Background: an optimization exercise with open tools, aiming at small area. Do not read the settings as production practice. Function was checked by simulation only, so behaviour that the tests miss may differ from the original. Power and IR drop assume default switching activity.

`design/flow/config.mk`:
```
export PLATFORM = sky130hd
export DESIGN_NAME = tg_traffic_gen_top
export DESIGN_NICKNAME = tg_traffic_gen_top
export VERILOG_FILES = /design/flow/design.v
export SDC_FILE = /design/flow/constraint.sdc
export NUM_CORES = 4
export LEC_CHECK = 0
export CAP_MARGIN = 20
export CORE_MARGIN = 2
export CORE_UTILIZATION = 40
export SLEW_MARGIN = 20
```
`design/flow/constraint.sdc`:
```
create_clock -name core_clock -period 5.5 [get_ports {clk}]
set_input_delay 1.1000 -clock core_clock [delete_from_list [all_inputs] [get_ports {clk}]]
set_output_delay 1.1000 -clock core_clock [all_outputs]
set_load 0.01 [all_outputs]
```
`design/flow/design.v`:
```
`timescale 1ns/1ns
package tg_cfg_pkg;
  typedef enum logic [2:0] {
    PAT_RANDOM     = 3'd0,
    PAT_COMPLEMENT = 3'd1,
    PAT_TRANSPOSE  = 3'd2,
    PAT_NEIGHBOR   = 3'd3,
    PAT_TORNADO    = 3'd4
  } pattern_e;
  localparam int RAND_W = 32;
  localparam int TXN_W = 16;
  localparam int STAT_W = 16;
  localparam logic [RAND_W-1:0] LFSR_RESET_SEED = 32'h0000_0001;
endpackage
`timescale 1ns/1ns
package tg_noc_pkg;
  typedef logic [1:0] coord_t;
  typedef logic [0:0] port_t;
  typedef enum logic [2:0] {
    DIR_N = 3'd0,
    DIR_S = 3'd1,
    DIR_E = 3'd2,
    DIR_W = 3'd3,
    DIR_L = 3'd4  
  } dir_e;
endpackage
`timescale 1ns/1ns
module tg_lfsr (
  input  logic                          clk,
  input  logic                          rstn,
  input  logic                          en_i,
  input  logic                          load_i,
  input  logic [tg_cfg_pkg::RAND_W-1:0] seed_i,
  output logic [tg_cfg_pkg::RAND_W-1:0] word_o
);
  logic [tg_cfg_pkg::RAND_W-1:0] lfsr_q;
  logic                          fb;
  assign fb = lfsr_q[31] ^ lfsr_q[21] ^ lfsr_q[1] ^ lfsr_q[0];
  always_ff @(posedge clk or negedge rstn) begin
    if (!rstn) begin
      lfsr_q <= tg_cfg_pkg::LFSR_RESET_SEED;
    end else if (load_i) begin  
      lfsr_q <= seed_i;
    end else if (en_i) begin
      lfsr_q <= {lfsr_q[tg_cfg_pkg::RAND_W-2:0], fb};
    end
  end
  assign word_o = lfsr_q;
endmodule
`timescale 1ns/1ns
module tg_pattern_gen #(
  parameter int MESH_X      = 4,
  parameter int MESH_Y      = 4,
  parameter int LOCAL_PORTS = 2
) (
  input  tg_cfg_pkg::pattern_e          pattern_i,
  input  logic [tg_cfg_pkg::RAND_W-1:0] src_word_i,
  input  logic [tg_cfg_pkg::RAND_W-1:0] tgt_word_i,
  output tg_noc_pkg::coord_t            src_x_o,
  output tg_noc_pkg::coord_t            src_y_o,
  output tg_noc_pkg::coord_t            tgt_x_o,
  output tg_noc_pkg::coord_t            tgt_y_o,
  output tg_noc_pkg::port_t             src_port_o,
  output tg_noc_pkg::port_t             tgt_port_o,
  output tg_noc_pkg::dir_e              route_o,
  output logic                          cand_vld_o
);
  localparam int TOP = tg_cfg_pkg::RAND_W - 1;
  localparam int TORNADO_OFS = (MESH_X + 1) / 2 - 1;  
  tg_noc_pkg::coord_t src_x;
  tg_noc_pkg::coord_t src_y;
  tg_noc_pkg::coord_t tgt_x;
  tg_noc_pkg::coord_t tgt_y;
  assign src_x = tg_noc_pkg::coord_t'(src_word_i[2:0] % MESH_X);
  assign src_y = tg_noc_pkg::coord_t'(src_word_i[TOP -: 3] % MESH_Y);
  assign src_port_o = tg_noc_pkg::port_t'((src_word_i[1:0] ^ tgt_word_i[TOP -: 2]) % LOCAL_PORTS);
  assign tgt_port_o = tg_noc_pkg::port_t'((src_word_i[TOP -: 2] ^ tgt_word_i[1:0]) % LOCAL_PORTS);
  always_comb begin
    case (pattern_i)
      tg_cfg_pkg::PAT_COMPLEMENT: begin
        tgt_x = tg_noc_pkg::coord_t'(MESH_X - 1 - int'(src_x));
        tgt_y = tg_noc_pkg::coord_t'(MESH_Y - 1 - int'(src_y));
      end
      tg_cfg_pkg::PAT_TRANSPOSE: begin
        tgt_x = tg_noc_pkg::coord_t'(int'(src_y) % MESH_X);
        tgt_y = tg_noc_pkg::coord_t'(int'(src_x) % MESH_Y);
      end
      tg_cfg_pkg::PAT_NEIGHBOR: begin
        tgt_x = tg_noc_pkg::coord_t'((int'(src_x) + 1) % MESH_X);
        tgt_y = src_y;
      end
      tg_cfg_pkg::PAT_TORNADO: begin
        tgt_x = tg_noc_pkg::coord_t'((int'(src_x) + TORNADO_OFS) % MESH_X);
        tgt_y = src_y;
      end
      default: begin  
        tgt_x = tg_noc_pkg::coord_t'(tgt_word_i[2:0] % MESH_X);
        tgt_y = tg_noc_pkg::coord_t'(tgt_word_i[TOP -: 3] % MESH_Y);
      end
    endcase
  end
  always_comb begin
    if (tgt_x > src_x) begin
      route_o = tg_noc_pkg::DIR_E;
    end else if (tgt_x < src_x) begin
      route_o = tg_noc_pkg::DIR_W;
    end else if (tgt_y > src_y) begin
      route_o = tg_noc_pkg::DIR_N;
    end else if (tgt_y < src_y) begin
      route_o = tg_noc_pkg::DIR_S;
    end else begin
      route_o = tg_noc_pkg::DIR_L;
    end
  end
  assign cand_vld_o = (src_x != tgt_x) || (src_y != tgt_y);  
  assign src_x_o = src_x;
  assign src_y_o = src_y;
  assign tgt_x_o = tgt_x;
  assign tgt_y_o = tgt_y;
endmodule
`timescale 1ns/1ns
module tg_credit_dispatch #(
  parameter int MESH_X      = 4,
  parameter int MESH_Y      = 4,
  parameter int LOCAL_PORTS = 2,
  parameter int SENDER_NUM  = MESH_X * MESH_Y * LOCAL_PORTS,
  parameter int CREDIT_NUM  = 2,
  localparam int IDX_W      = (SENDER_NUM > 1) ? $clog2(SENDER_NUM) : 1
) (
  input  logic                         clk,
  input  logic                         rstn,
  input  tg_noc_pkg::coord_t           cand_src_x_i,
  input  tg_noc_pkg::coord_t           cand_src_y_i,
  input  tg_noc_pkg::port_t            cand_src_port_i,
  input  tg_noc_pkg::coord_t           cand_tgt_x_i,
  input  tg_noc_pkg::coord_t           cand_tgt_y_i,
  input  tg_noc_pkg::port_t            cand_tgt_port_i,
  input  tg_noc_pkg::dir_e             cand_route_i,
  input  logic                         cand_vld_i,
  input  logic [SENDER_NUM-1:0]        credit_return_i,
  output logic [SENDER_NUM-1:0]        test_vld_o,
  output tg_noc_pkg::coord_t           test_tgt_x_o,
  output tg_noc_pkg::coord_t           test_tgt_y_o,
  output tg_noc_pkg::port_t            test_tgt_port_o,
  output tg_noc_pkg::dir_e             test_route_o,
  output logic [tg_cfg_pkg::TXN_W-1:0] test_txn_id_o,
  output logic                         gen_pulse_o,
  output logic                         sent_pulse_o,
  output logic [IDX_W-1:0]             sent_idx_o
);
  localparam int CRD_W = $clog2(CREDIT_NUM + 1);
  logic [IDX_W-1:0]             idx_d;
  logic [IDX_W-1:0]             idx_q;
  logic                         vld_q;
  tg_noc_pkg::coord_t           tgt_x_q;
  tg_noc_pkg::coord_t           tgt_y_q;
  tg_noc_pkg::port_t            tgt_port_q;
  tg_noc_pkg::dir_e             route_q;
  logic [tg_cfg_pkg::TXN_W-1:0] txn_q;
  logic [CRD_W-1:0]             credit_q [SENDER_NUM];
  logic [SENDER_NUM-1:0]        crd_full;
  logic                         issue;
  assign idx_d = IDX_W'((int'(cand_src_x_i) * MESH_Y + int'(cand_src_y_i)) * LOCAL_PORTS +
                        int'(cand_src_port_i));
  always_ff @(posedge clk or negedge rstn) begin
    if (!rstn) begin
      vld_q <= 1'b0;
    end else begin
      vld_q <= cand_vld_i;  
    end
  end
  always_ff @(posedge clk) begin
    idx_q      <= idx_d;
    tgt_x_q    <= cand_tgt_x_i;
    tgt_y_q    <= cand_tgt_y_i;
    tgt_port_q <= cand_tgt_port_i;
    route_q    <= cand_route_i;
  end
  assign issue = vld_q && (credit_q[idx_q] != '0);  
  always_comb begin
    test_vld_o = '0;
    if (issue) begin
      test_vld_o[idx_q] = 1'b1;
    end
  end
  for (genvar s = 0; s < SENDER_NUM; s++) begin : g_credit
    always_ff @(posedge clk or negedge rstn) begin
      if (!rstn) begin
        credit_q[s] <= CRD_W'(CREDIT_NUM);
      end else if (test_vld_o[s] && !credit_return_i[s]) begin
        credit_q[s] <= credit_q[s] - 1'b1;
      end else if (!test_vld_o[s] && credit_return_i[s]) begin
        credit_q[s] <= credit_q[s] + 1'b1;
      end
    end
    assign crd_full[s] = (credit_q[s] == CRD_W'(CREDIT_NUM));
  end
  always_ff @(posedge clk or negedge rstn) begin
    if (!rstn) begin
      txn_q <= '0;
    end else if (issue) begin
      txn_q <= txn_q + 1'b1;
    end
  end
  assign test_tgt_x_o    = tgt_x_q;
  assign test_tgt_y_o    = tgt_y_q;
  assign test_tgt_port_o = tgt_port_q;
  assign test_route_o    = route_q;
  assign test_txn_id_o   = txn_q;
  assign gen_pulse_o  = vld_q;
  assign sent_pulse_o = issue;
  assign sent_idx_o   = idx_q;
endmodule
`timescale 1ns/1ns
module tg_traffic_stats #(
  parameter int SENDER_NUM = 32,
  localparam int IDX_W     = (SENDER_NUM > 1) ? $clog2(SENDER_NUM) : 1
) (
  input  logic                          clk,
  input  logic                          rstn,
  input  logic                          gen_pulse_i,
  input  logic                          sent_pulse_i,
  input  logic [IDX_W-1:0]              sent_idx_i,
  input  logic [IDX_W-1:0]              stat_sel_i,
  output logic [tg_cfg_pkg::STAT_W-1:0] gen_total_o,
  output logic [tg_cfg_pkg::STAT_W-1:0] sent_total_o,
  output logic [tg_cfg_pkg::STAT_W-1:0] stat_sent_o
);
  logic [tg_cfg_pkg::STAT_W-1:0] gen_total_q;
  logic [tg_cfg_pkg::STAT_W-1:0] sent_total_q;
  logic [tg_cfg_pkg::STAT_W-1:0] sent_cnt_q [SENDER_NUM];
  always_ff @(posedge clk or negedge rstn) begin
    if (!rstn) begin
      gen_total_q  <= '0;
      sent_total_q <= '0;
    end else begin
      if (gen_pulse_i) begin
        gen_total_q <= gen_total_q + 1'b1;  
      end
      if (sent_pulse_i) begin
        sent_total_q <= sent_total_q + 1'b1;
      end
    end
  end
  for (genvar s = 0; s < SENDER_NUM; s++) begin : g_sent_cnt
    always_ff @(posedge clk or negedge rstn) begin
      if (!rstn) begin
        sent_cnt_q[s] <= '0;
      end else if (sent_pulse_i && (sent_idx_i == IDX_W'(s))) begin
        sent_cnt_q[s] <= sent_cnt_q[s] + 1'b1;
      end
    end
  end
  assign gen_total_o  = gen_total_q;
  assign sent_total_o = sent_total_q;
  assign stat_sent_o  = (int'(stat_sel_i) < SENDER_NUM) ? sent_cnt_q[stat_sel_i] : '0;
endmodule
`timescale 1ns/1ns
module tg_traffic_gen_top #(
  parameter int MESH_X      = 4,
  parameter int MESH_Y      = 4,
  parameter int LOCAL_PORTS = 2,
  parameter int SENDER_NUM  = MESH_X * MESH_Y * LOCAL_PORTS,
  parameter int CREDIT_NUM  = 2,
  localparam int IDX_W      = (SENDER_NUM > 1) ? $clog2(SENDER_NUM) : 1
) (
  input  logic                          clk,
  input  logic                          rstn,
  input  logic                          run_i,
  input  logic                          seed_load_i,
  input  logic [tg_cfg_pkg::RAND_W-1:0] seed_src_i,
  input  logic [tg_cfg_pkg::RAND_W-1:0] seed_tgt_i,
  input  logic [2:0]                    pattern_i,
  input  logic [SENDER_NUM-1:0]         credit_return_i,
  input  logic [IDX_W-1:0]              stat_sel_i,
  output logic [SENDER_NUM-1:0]         test_vld_o,
  output tg_noc_pkg::coord_t            test_tgt_x_o,
  output tg_noc_pkg::coord_t            test_tgt_y_o,
  output tg_noc_pkg::port_t             test_tgt_port_o,
  output logic [2:0]                    test_route_o,
  output logic [tg_cfg_pkg::TXN_W-1:0]  test_txn_id_o,
  output logic [tg_cfg_pkg::STAT_W-1:0] gen_total_o,
  output logic [tg_cfg_pkg::STAT_W-1:0] sent_total_o,
  output logic [tg_cfg_pkg::STAT_W-1:0] stat_sent_o
);
  logic [tg_cfg_pkg::RAND_W-1:0] src_word;
  logic [tg_cfg_pkg::RAND_W-1:0] tgt_word;
  tg_noc_pkg::coord_t            cand_src_x;
  tg_noc_pkg::coord_t            cand_src_y;
  tg_noc_pkg::coord_t            cand_tgt_x;
  tg_noc_pkg::coord_t            cand_tgt_y;
  tg_noc_pkg::port_t             cand_src_port;
  tg_noc_pkg::port_t             cand_tgt_port;
  tg_noc_pkg::dir_e              cand_route;
  logic                          cand_vld;
  logic                          gen_pulse;
  logic                          sent_pulse;
  logic [IDX_W-1:0]              sent_idx;
  tg_lfsr i_src_lfsr (
    .clk    (clk),
    .rstn   (rstn),
    .en_i   (run_i),
    .load_i (seed_load_i),
    .seed_i (seed_src_i),
    .word_o (src_word)
  );
  tg_lfsr i_tgt_lfsr (
    .clk    (clk),
    .rstn   (rstn),
    .en_i   (run_i),
    .load_i (seed_load_i),
    .seed_i (seed_tgt_i),
    .word_o (tgt_word)
  );
  tg_pattern_gen #(
    .MESH_X      (MESH_X),
    .MESH_Y      (MESH_Y),
    .LOCAL_PORTS (LOCAL_PORTS)
  ) i_pattern_gen (
    .pattern_i  (tg_cfg_pkg::pattern_e'(pattern_i)),
    .src_word_i (src_word),
    .tgt_word_i (tgt_word),
    .src_x_o    (cand_src_x),
    .src_y_o    (cand_src_y),
    .tgt_x_o    (cand_tgt_x),
    .tgt_y_o    (cand_tgt_y),
    .src_port_o (cand_src_port),
    .tgt_port_o (cand_tgt_port),
    .route_o    (cand_route),
    .cand_vld_o (cand_vld)
  );
  tg_credit_dispatch #(
    .MESH_X      (MESH_X),
    .MESH_Y      (MESH_Y),
    .LOCAL_PORTS (LOCAL_PORTS),
    .SENDER_NUM  (SENDER_NUM),
    .CREDIT_NUM  (CREDIT_NUM)
  ) i_dispatch (
    .clk             (clk),
    .rstn            (rstn),
    .cand_src_x_i    (cand_src_x),
    .cand_src_y_i    (cand_src_y),
    .cand_src_port_i (cand_src_port),
    .cand_tgt_x_i    (cand_tgt_x),
    .cand_tgt_y_i    (cand_tgt_y),
    .cand_tgt_port_i (cand_tgt_port),
    .cand_route_i    (cand_route),
    .cand_vld_i      (cand_vld),
    .credit_return_i (credit_return_i),
    .test_vld_o      (test_vld_o),
    .test_tgt_x_o    (test_tgt_x_o),
    .test_tgt_y_o    (test_tgt_y_o),
    .test_tgt_port_o (test_tgt_port_o),
    .test_route_o    (test_route_o),
    .test_txn_id_o   (test_txn_id_o),
    .gen_pulse_o     (gen_pulse),
    .sent_pulse_o    (sent_pulse),
    .sent_idx_o      (sent_idx)
  );
  tg_traffic_stats #(
    .SENDER_NUM (SENDER_NUM)
  ) i_stats (
    .clk          (clk),
    .rstn         (rstn),
    .gen_pulse_i  (gen_pulse),
    .sent_pulse_i (sent_pulse),
    .sent_idx_i   (sent_idx),
    .stat_sel_i   (stat_sel_i),
    .gen_total_o  (gen_total_o),
    .sent_total_o (sent_total_o),
    .stat_sent_o  (stat_sent_o)
  );
endmodule
```
`design/flow/run.sh`:
```
#!/bin/bash
# synth_recipe.tcl (not shown) runs the flow's synth.tcl, then flattens the netlist and writes it again
# the make line also repeats each setting of config.mk as NAME=value (left out here)
make -C /OpenROAD-flow-scripts/flow DESIGN_CONFIG=/design/flow/config.mk WORK_HOME=/design/flow/orfs CLKGATE_MAP_FILE= SYNTH_SCRIPT=/design/flow/synth_recipe.tcl finish
```
==> run_results.csv <==
group,metric,value,unit
worst_setup_path,crit_slowest_cell,"clkdlybuf4s50_1",
worst_setup_path,crit_family,"simple AND/OR/NAND/NOR gates",
sta,setup_viol,0,
routing,first_pass_iters,7,
sta,slew_violations,0,
min_path,min_to,"i_dispatch.txn_q[15]",
layout,area_delta_synth_final,17.95,%
clock_tree,postCtsSetupRepairBufs,0,
synth,ys_ff_latch,702,
worst_setup_path,cp.arrival,4.29,ns
power_and_ir_drop,p_total,17640,uW
global_route,first_global_vias,28610,
synth,post_synth.cell_area_avg,10.34,um^2
place,io_buffer_count,211,
layout,layout-drive-gt1-share,0.08815,
place,placed_area,40170,um^2
layout,layout.cells.non_filler,5003,
layout,post-route-util,0.4768,
min_path,hp-start,"i_dispatch.txn_q[15]",
layout,layout.nets,3944,
routing,routed_wirelength,143.7,mm
global_route,antenna_found_initial,4,
floorplanning,ioPinCount,212,
worst_setup_path,crit_required,4.40,ns
routing,wl_per_cell,28.73,um
routing,ant_nets,0,
worst_setup_path,critPathBufInv,3,
power_and_ir_drop,ir_worst_vdd,0.5923,mV
clock_tree,cts_tree,"built",
sta,timing_hold_violations_final,0,
routing,viasPerCell,5.896,
global_route,grt_max_degree,127,
place,globalplace.congestion,1.023,
power_and_ir_drop,power_frac_comb,0.273,
power_and_ir_drop,static-leakage-power,0.01935,uW
power_and_ir_drop,power_frac_seq,0.402,
sta,min_period,5.389,ns
run,maxCapViolCount,0,
synth,ys_types,73,
worst_setup_path,reg2reg_depth,13,
power_and_ir_drop,p_int,11060,uW
synth,ys.warnings.count,6,
worst_setup_path,crit_chain,"inv_1, ha_1, buf_4, and4b_2, a22oi_1, nand3_1, a2111o_1, nor3_4, a21o_4, or3_1, nor2_1, clkdlybuf4s50_1",
synth,ys_seq_area_frac,0.4807,
worst_setup_path,r2r-start,"i_dispatch.idx_q[0]",
worst_setup_path,start_kind,"flip-flop",
clock_tree,cts-buffers-inserted,83,
global_route,grt_pass1_wl,206.2,mm
clock_tree,cts-root-buf,"clkbuf_16",
sta,worst_slack,0.1108,ns
floorplanning,start_util,0.4043,
sta,period_share,0.9798,
power_and_ir_drop,powerDensity,409.8,nW/um^2
power_and_ir_drop,p_clk_frac,0.325,
worst_setup_path,cp_slowest_stage_delay,0.51,ns
sta,fmaxAchievable,185.6,MHz
sta,clock_skew,0.02298,ns
layout,fin_area,43050,um^2
routing,drcViolationCount,0,
floorplanning,die_w,306.1,um
power_and_ir_drop,p_sw,6589,uW
worst_setup_path,path_class,"reg -> out",
synth,mappedNetlistNets,3716,
clock_tree,insertion_delay,0.65,ns
floorplanning,die_y,306.1,um
place,pre_cts_slack,0.2756,ns
sta,tightest_slew,1.226,ns
worst_setup_path,critPathCaptureType,"output pin",
layout,final_cell_mix,"dfrtp_1, xnor2_1, xor2_1",
clock_tree,htreeDepth,3,
sta,relSlewSlack,0.1765,
min_path,min_path_type,"reg -> reg",
worst_setup_path,crit_cells,12,
clock_tree,cts.reportedPaths.clkPinSlew,0.05,ns
worst_setup_path,regToRegSetupSlack,0.83,ns
floorplanning,core,90290,um^2
global_route,gr-total-overflow,0,
place,dpl.hpwl,110.3,mm
routing,drtIter0Drc,3314,
synth,syn_area,36500,um^2
floorplanning,dieArea,93680,um^2
synth,synth-edff-count,0,
floorplanning,core.rowCount,110,
synth,syn-instance-count,3531,
layout,layout_commonest_cell,"dfrtp_1",
clock_tree,cts.sinks,702,
synth,ys.flop_type,"dfrtp_1",
power_and_ir_drop,switching_share,0.3734,
place,dp_cells,4850,
worst_setup_path,r2r-end,"i_stats.sent_cnt_q[28][15]",
worst_setup_path,crit_fanout,21,
routing,vias,29500,
clock_tree,clk_path_buf_depth,3,
synth,synth-async-reset-ratio,0.9815,
min_path,hold_path_depth,1,
global_route,grtUsageTotal,0.3043,
run_status,status,"complete, no violations",
[cell families after synthesis]
family / Yosys count / synth area share
multiplexers: 103 / 0.02951
XOR/XNOR: 633 / 0.1519
flip-flops: 702 / 0.4807
adder cells (fa/ha/maj): 77 / 0.02640
AND/OR/NAND/NOR: 1381 / 0.2002
AO/OA/AOI/OAI: 388 / 0.08083
buffers and inverters: 247 / 0.03051
[worst register-to-register path, cell delays in order (launching register included)]
cell and delay (ns):
dfxtp_1 0.50, inv_1 0.14, ha_1 0.23, buf_4 0.17
and4b_2 0.31, a22oi_1 0.19, nand3_1 0.12, a2111o_1 0.46
nor3_4 0.22, a21o_4 0.28, buf_4 0.36, buf_4 0.90
nor4_1 0.39, xor2_1 0.23
[cells in the mapped netlist (4+ instances only)]
cell type	instances	area (um^2)
a21oi_1	31	155.2
a221oi_1	76	665.6
a22o_1	80	700.7
a22oi_1	91	683.2
and2_1	24	150.1
and3_1	124	775.7
and4_1	16	140.1
buf_1	7	26.28
buf_2	40	200.2
buf_4	14	105.1
buf_6	11	123.9
clkbuf_1	93	349.1
dfrtp_1	655	16390
dfstp_2	34	893.4
dfxtp_1	13	260.3
ha_1	77	963.4
inv_1	81	304.0
mux2_1	31	349.1
mux2_2	6	67.56
mux2i_1	66	660.6
nand2_1	271	1017
nand2b_1	13	81.33
nand3_1	223	1116
nand4_1	195	1220
nor2_1	204	765.7
nor2b_1	11	68.82
nor3_1	168	840.8
nor3_2	17	170.2
nor4_1	48	300.3
nor4_2	24	300.3
nor4b_1	4	35.03
o21ai_0	67	335.3
o32a_1	16	160.2
or3_1	12	75.07
xnor2_1	324	2838
xor2_1	309	2706
[through the flow]
step / setup TNS, ns / hold WS [ns]
after floorplan: 0 / 0.3454
final: 0 / 0.4596
after detailed placement: 0 / 0.4571
after CTS: 0 / 0.4678
after global placement: 0 / 0.4570
after global routing: -0.01313 / 0.4894
[flip-flops by register name (all words and copies together), names as in the netlist]
name,flops
i_dispatch.credit_q,64
i_dispatch.idx_q,5
i_dispatch.route_q,3
i_dispatch.tgt_port_q,1
i_dispatch.tgt_x_q,2
i_dispatch.tgt_y_q,2
i_dispatch.txn_q,16
i_dispatch.vld_q,1
i_src_lfsr.lfsr_q,32
i_stats.gen_total_q,16
i_stats.sent_cnt_q,512
i_stats.sent_total_q,16
i_tgt_lfsr.lfsr_q,32
[power by group through the flow]
stage	Combinational, uW	Clock (uW)	Sequential, uW
after floorplan	3180	0	6720
after global placement	4660	0	7150
after CTS	4750	5830	7080
after global routing	5160	6030	7170
after detailed placement	4720	0	7160
final	4810	5730	7100
[per-layer routing]
layer / global-route usage / wire (um) / vias to the layer above
li1: - / - / 13130
met1: 0.4049 / 60010 / 14690
met2: 0.4612 / 63180 / 1305
met3: 0.04610 / 9297 / 363
met4: 0.2026 / 11210 / 4
met5: 0 / 25 / -
[timing repair]
item,in CTS,in global routing
hold buffers,0,0
resized for setup,0,10
endpoints found under the setup margin,0,10
[area by class of cell]
cell class,instances,area [um^2]
Fill cell,8522,47230
Inverter,81,304.0
Sequential cell,702,17540
Multi-Input combinational cell,2582,17920
Antenna cell,4,10.01
Tap cell,1176,1471
Clock inverter,22,346.6
Timing Repair Buffer,309,2975
Clock buffer,127,2477
[worst max-delay path by stage]
stage          slack [ns]                start         endpoint
2_1_floorplan        1.33  i_dispatch.idx_q[2]   test_vld_o[24]
3_3_place_gp         0.30        stat_sel_i[0]   stat_sent_o[3]
3_5_place_dp         0.28        stat_sel_i[3]  stat_sent_o[10]
4_1_cts             0.002  i_dispatch.idx_q[0]   test_vld_o[28]
5_1_grt             -0.01  i_dispatch.idx_q[0]   test_vld_o[10]
6_report             0.11  i_dispatch.idx_q[0]   test_vld_o[10]

static timing again, ports no longer ideal:
In the flow no input, the clock included, has a driving cell. The finished layout below was timed again as built, in two steps.
Step 1 assumes that a clkbuf_16 drives the clock port and a buf_2 every other input.
Step 2 moves the port delays by t, midway between the first and last clock arrival at a register: inputs arrive t later, outputs are due t later. That takes back most of the time a late clock gives input paths.
a / b / c = ideal ports / drivers / drivers and shift; a / b = the first two.
t, ns: 0.704
setup WS [ns]: 0.111 / 0.042 / 0.090
slew at the worst register clock pin (ns): 0.06 / 0.06
pins driven straight from the clock port: 1
After both steps this run still meets setup and hold. The setup slack of this run moves by -0.069 ns with the drivers and by -0.021 ns with both steps.
